Background: an optimization exercise with open tools, aiming at small area, a short achievable clock period and few clock cycles per item. Do not read the settings as production practice. The RTL was checked by simulation tests, not by an equivalence proof against the original design. No activity file was given, so power comes from the tool's default toggle rates.

## flow/design.v (module list and top-level ports; edited modules follow where they fit)
// module csa_multiplier: 1591 lines
module csa_multiplier (
    input  logic        clk,
    input  logic        rst_n,
    input  logic        in_valid,
    input  logic [15:0] x,
    input  logic [15:0] y,
    output logic        out_valid,
    output logic [31:0] product
);
  // ...
==> flow/flow/run.sh <==
#!/bin/bash
# Own layout flow: the standard layout with two changes.
# 1. Synthesis: Yosys's synth runs with -noabc, so its early "abc -fast" pass
#    does not re-map the hand-written full/half adders before extract_fa maps
#    them to the library's fa/ha cells (no inverters between adders).
# 2. Port buffers: buffer_ports still gives every input and output port a
#    buffer, but uses the plain buffer named below instead of the delay cell
#    it picks by default.
# Everything else is the standard flow (standard.sh, ORFS make targets).
set -euo pipefail
here=$(pwd)
sed 's/yosys synth -nofsm -noshare /yosys synth -nofsm -noshare -noabc /' synth_recipe.tcl > noabc_synth.tcl
grep -q -- "-noabc" noabc_synth.tcl
export BUFFER_PORTS_ARGS="-buffer_cell sky130_fd_sc_hd__buf_1"
bash standard.sh SYNTH_SCRIPT="$here/noabc_synth.tcl" finish > "$here/flow_make.log" 2>&1
==> flow/standard.sh <==
#!/bin/bash
# synth_recipe.tcl (not shown) runs the flow's synth.tcl, then flattens the netlist and writes it again
# the make line also repeats each setting of config.mk as NAME=value (left out here)
make -C /OpenROAD-flow-scripts/flow DESIGN_CONFIG=/design/flow/config.mk WORK_HOME=/design/flow/orfs CLKGATE_MAP_FILE= SYNTH_SCRIPT=/design/flow/synth_recipe.tcl "${@:-finish}"
==> flow/config.mk <==
export PLATFORM = sky130hd
export DESIGN_NAME = csa_multiplier
export DESIGN_NICKNAME = csa_multiplier
export VERILOG_FILES = /design/flow/design.v
export SDC_FILE = /design/flow/constraint.sdc
export NUM_CORES = 4
export LEC_CHECK = 0
export CAP_MARGIN = 20
export CORE_MARGIN = 2
export CORE_UTILIZATION = 40
export CTS_CLUSTER_DIAMETER = 100
export CTS_CLUSTER_SIZE = 30
export SETUP_SLACK_MARGIN = 4.3
export SLEW_MARGIN = 20
==> flow/constraint.sdc <==
create_clock -name core_clock -period 6.5 [get_ports {clk}]
set_input_delay 1.3000 -clock core_clock [delete_from_list [all_inputs] [get_ports {clk}]]
set_output_delay 1.3000 -clock core_clock [all_outputs]
set_load 0.01 [all_outputs]
==> summary.txt, run 1 <==
Yosys
  – Seq/Total Area, Yosys: 0.395
  – Adder-cell area share of the yosys netlist: 0.276
  – Post-synthesis register bit count: approximately 220
  – Most common cell in the netlist: dfxtp_1

Global routing
  – Largest net degree at the start of global routing: 35
  – Most crowded layer after global routing: met2
  – Met3 Track Usage GR: 0.0292

Layout
  – Clk_buf instances: 11
  – Final cell count without fillers: around 1300
  – Share of cells above drive strength 1: 0.161
  – Final Util: 0.445
  – Most frequent cells in the layout: 157 x dfxtp_1, 122 x xnor2_1, 120 x a22oi_1
  – Largest register FFs: 32
  – Max-area cell class: multi-input gates
  – Register fraction of the total cell area: 0.367

Clocking
  – Clk buf depth: 3
  – Root Driver: clkbuf_16
  – Clk Latency, worst-skew pair: 0.47 ns

Timing
  – RSZ-0062 raised after global routing: yes
  – Skew final: roughly 0.012 ns
  – Setup TNS: 0 ns

Critical path
  – Setup CP Type: reg2reg
  – Critical Path End: t2_gb9
  – R2r startpoint: t1_c18_1
  – Family with the most delay on the worst path: adder cells
  – CP Depth: 5
  – Cells along the critical path: fa_2 > fa_2 > fa_1 > ha_4 > a31o_2

Floorplanning
  – Tap cells: between 300 and 400
  – Core Area: 26900 um2

Detailed routing
  – DRT iter0 DRCs: 470
  – DR vias/cell: roughly 5.1
  – DR WL/cell: 17.7 um
  – Met2 Routed Length: between 9 and 10 mm
  – Total Wirelength: ~23 mm
  – Top Metal Used: met4

Run
  – Maxcap violations: 0

Pwr
  – Max rail drop VDD: 0.214 mV
  – Seq group: ~2.3 mW

Status
  – Status: finished clean

Hold path
  – Hold Path Sink: pr[0]

Placed design
  – Buffers on Ports: 67
Testbench counts, summed over its fixed seeds: cycles 12,024, items 12,000.
==> run 2, diff against run 1 <==
--- a/flow/config.mk
+++ b/flow/config.mk
@@ -8,7 +8,7 @@
 export CAP_MARGIN = 20
 export CORE_MARGIN = 2
-export CORE_UTILIZATION = 40
+export CORE_UTILIZATION = 35
 export CTS_CLUSTER_DIAMETER = 100
 export CTS_CLUSTER_SIZE = 30
-export SETUP_SLACK_MARGIN = 4.3
+export SETUP_SLACK_MARGIN = 4.25
 export SLEW_MARGIN = 20
==> run 2 against run 1 <==
  * Still clean on timing, DRC and antenna
  * First-iteration DRC count up 3.4%
  * Non-clock buffer count increased by 2
  * Final cell count rose by 4.4%
  * Sequential share of layout area is 0.24 points lower
  * Global-route usage fell by 1.6 points
  * Synthesized area unchanged
  * Power down 0.25%
  * Sequential power is essentially flat
  * Via count grew 1.2%
  * Worst hold slack got worse by 0.0028 ns
  * Largest power group unchanged
==> summary.txt, run 2 <==
Yosys
  – Post-synthesis register bit count: 215 (unchanged)
  – Mean Syn Cell Area: 11.7 um2 (unchanged)
  – Primary FF master, synth: dfxtp_1 (unchanged)
  – Mapped Nets: 1147 (unchanged)
  – Number of synthesis warnings: 1 (unchanged)
  – Post-synthesis cell area: 10900 um2 (unchanged)
  – Seq/Total Area, Yosys: 0.395 (unchanged)
  – Post-synth top area share: 0.395 (unchanged)
  – FFs w/ async S/R, synth: 0 (unchanged)
  – Most instantiated cells after synthesis: 215 x dfxtp_1, 122 x xnor2_1, 120 x a22oi_1 (unchanged)
  – EDFF count, synth: 0 (unchanged)
  – Synth area leader: dfxtp_1 (unchanged)
  – Ranking of synthesized cells by area: dfxtp_1 39%, fa_1 19%, xnor2_1 9.8%, ha_1 8.4%, a22oi_1 8.3% (unchanged)
  – Mapped Cells: 934 (unchanged)
  – Synth unique cells: 36 (unchanged)
  – Most common cell in the netlist: dfxtp_1 (unchanged)

Timing
  – Hold WS: 0.335 ns (was 0.337 ns)
  – PnR worst setup slack: 4.24 ns (was 4.25 ns)
  – Worst-margin pin slew: 0.614 ns (was 0.652 ns)
  – Count of final hold-check violations: 0 (unchanged)
  – Max Slew Vio Count: 0 (unchanged)
  – RSZ-0062 raised after global routing: yes (unchanged)
  – Setup TNS: 0 ns (unchanged)
  – Skew final: 0.0291 ns (was 0.0121 ns)
  – Final setup vio count: 0 (unchanged)
  – Slew margin rel.: 0.591 (was 0.566)
  – Final min period: 2.26 ns (was 2.25 ns)
  – Part of the cycle the worst path needs: 0.348 (was 0.347)
  – F_max: 442 MHz (was 444 MHz)

Status
  – Status: finished clean (unchanged)

Clocking
  – Clk buf depth: 3 (unchanged)
  – Post-CTS Setup Bufs: 0 (unchanged)
  – Num CTS Buffers: 11 (unchanged)
  – CTS H-tree lvls: 1 (unchanged)
  – CTS tree: done (unchanged)
  – Hold_buf cts: 0 (unchanged)
  – Clock sink total: 215 (unchanged)
  – Clk Latency, worst-skew pair: 0.48 ns (was 0.47 ns)
  – Root Driver: clkbuf_16 (unchanged)
  – Worst-path clk slew: 0.11 ns (about the same)

Detailed routing
  – Drt first pass iters: 5 (unchanged)
  – DR vias: 6592 (was 6517)
  – Total Wirelength: 23.5 mm (was 22.6 mm)
  – DR vias/cell: 4.94 (was 5.10)
  – DR WL/cell: 17.6 um (was 17.7 um)
  – DRT iter0 DRCs: 486 (was 470)
  – DRC errors left: 0 (unchanged)
  – Final ANT Viol Nets: 0 (unchanged)

Pwr
  – Seq pwr share: 0.386 (was 0.385)
  – Net switching power: 2.12 mW (was 2.13 mW)
  – Leak: 4.80 nW (was 4.79 nW)
  – Switching share of power: 0.362 (about the same)
  – Max rail drop VDD: 0.182 mV (was 0.214 mV)
  – Pint: 3.74 mW (was 3.75 mW)
  – Overall Power: 5.87 mW (was 5.88 mW)
  – Clk pwr share: 0.126 (about the same)
  – Combinational power share: 0.488 (was 0.489)
  – Pwr Density: 488 nW/um2 (was 491 nW/um2)

Floorplanning
  – I/O pin cnt: 68 (unchanged)
  – Row count: 64 (was 60)
  – Core Area: 30700 um2 (was 26900 um2)
  – Chip width: 181 um (was 169 um)
  – Die height: 181 um (was 169 um)
  – Initial core utilization: 0.356 (was 0.406)
  – Die area: 32600 um2 (was 28600 um2)

Critical path
  – CP Capture Type: register (unchanged)
  – R2R Setup Slk: 4.24 ns (was 4.25 ns)
  – Reg-to-reg endpoint: t2_gb10 (was t2_gb9)
  – R2r startpoint: t1_c20_2 (was t1_c18_1)
  – Setup CP Type: reg2reg (unchanged)
  – Critical Path Fanout Max: 2 (unchanged)
  – Critical Path RT: 6.88 ns (was 6.87 ns)
  – Worst r2r path cells: 5 (unchanged)
  – Critical Path Start Type: register (unchanged)
  – WP data arrival: 2.64 ns (was 2.63 ns)

Placed design
  – Dpl ws: 3.83 ns (was 3.85 ns)
  – Placed wire-length estimate: 16.2 mm (was 15.7 mm)
  – RePlAce Congestion: 0.864 (was 0.861)
  – Buffers on Ports: 67 (unchanged)

Global routing
  – Grt ovf: 0 (unchanged)
  – Vias in the first global route: 7021 (was 6673)
  – First-pass GRT wire length: 38.2 mm (was 36.6 mm)
  – Tot GR Track Use: 0.146 (was 0.162)
  – Initial antenna violation count: 0 (unchanged)
  – Largest net degree at the start of global routing: 35 (unchanged)

Hold path
  – Worst hold path type: reg2reg (unchanged)
  – Hold Path Sink: pr[0] (unchanged)
  – Hold Path Depth: 0 (unchanged)
  – Hold Startpoint: t2_s0 (unchanged)

Layout
  – Final Util: 0.392 (was 0.445)
  – Total Nets Final: 1152 (was 1150)
  – Commonest non-fill, non-tap cell in the layout: dfxtp_1 (unchanged)
  – Largest register FFs: 32 (unchanged)
  – Most frequent cells in the layout: 161 x dfxtp_1, 122 x xnor2_1, 120 x a22oi_1 (was 157 x dfxtp_1, 122 x xnor2_1, 120 x a22oi_1)
  – Layout area overhead: 10.2% (was 9.70%)
  – Share of cells above drive strength 1: 0.150 (was 0.161)
  – Final antenna diode count: 0 (unchanged)
  – Largest regs: pr x32, xr x16 (unchanged)
  – Top reg by flops: pr (unchanged)

Run
  – Maxcap violations: 0 (unchanged)
run 2: cell counts after synthesis:
No cell type changed its count.
run 2: routing by layer:
metal,global-route usage,up-vias,share of wire
li1,-,3112,-
met1,0.207,3168,0.48
met2,0.227,268,0.43
met3,0.0222,44,0.071
met4,0.0474,0,0.023
met5,0,-,0
run 2: timing repair:
action                                  in CTS  in global routing
hold endpoints to repair                     0                  0
gates resized for setup                     79                 40
pin swaps                                    6                  3
endpoints found under the setup margin      93                 57
run 2: how the worst max path moves through the flow:
stage	slack [ns]	from	cells after the start	end
finish	4.24	t1_c20_2	5	t2_gb10
global placement	3.87	b_neg[2]	5	t1_c21_2
global route	4.19	t1_c20_0	5	t2_gb10
CTS	4.21	b_neg[2]	5	t1_c21_2
detailed placement	3.83	b_neg[2]	5	t1_c21_2
floorplan	4.24	t1_c18_2	5	t2_gb9
run 2: critical path: stages, from the launching register on:
cell     delay (ns)
dfxtp_2        0.38
fa_1           0.44
fa_2           0.35
fa_1           0.54
ha_4           0.22
a31o_2         0.22
run 2: logic make-up after synthesis:
family,after synthesis,synth area share
DFF,215,0.395
adders and majority gates,178,0.276
xor gates and xnor gates,173,0.139
AOI/OAI and AO/OA,166,0.114
buffers and inverters,115,0.0405
and+or+nand+nor,87,0.0353
run 2: metrics by stage:
step           instance area [um2]  cells
3_3_place_gp                 11400   1322
3_5_place_dp                 11400   1322
5_1_grt                      12000   1335
2_1_floorplan                10900    934
6_report                     12000   1335
4_1_cts                      11900   1335
run 2: power groups by stage:
stage / Combinational (mW) / Sequential [mW] / Clock (mW)
global placement: 2.48 / 2.27 / 0
floorplan: 1.92 / 2.17 / 0
detailed placement: 2.55 / 2.27 / 0
finish: 2.86 / 2.26 / 0.740
CTS: 2.72 / 2.25 / 0.775
global route: 3.34 / 2.32 / 0.818
run 2: area by class of cell:
cell class / instances / area, um2
Inverter: 33 / 124
Clock inverter: 2 / 28.8
Sequential cell: 215 / 4380
Tap cell: 396 / 495
Clock buffer: 11 / 275
Multi-Input combinational cell: 604 / 6260
Timing Repair Buffer: 74 / 454
Fill cell: 2924 / 18700

[port drivers added, routing unchanged]
The results above use ideal ports. As a check the final layouts listed here were re-extracted and re-timed, cells and wires unchanged. Step 1 sets driving cells, clkbuf_16 on the clock port and buf_2 on the other inputs (assumed; they add their load-dependent delay and slew). Step 2, shift: input delay + t, output delay - t, t = (earliest + latest rising clock arrival at the registers) / 2. This alone moves slack from input paths to output paths. Three values: ideal, step 1, step 2; two values: the first two.
run | t, ns | slack for setup (ns) | worst register clock-pin slew, ns | worst slew at a driven data input, ns | cell pins on the clock port's net
run 1 | 0.507 | 4.246 / 4.245 / 4.246 | 0.11 / 0.11 | 0.03 | 1
run 2 | 0.512 | 4.240 / 4.231 / 4.240 | 0.11 / 0.11 | 0.04 | 1
After both steps setup and hold are still met in every run listed.
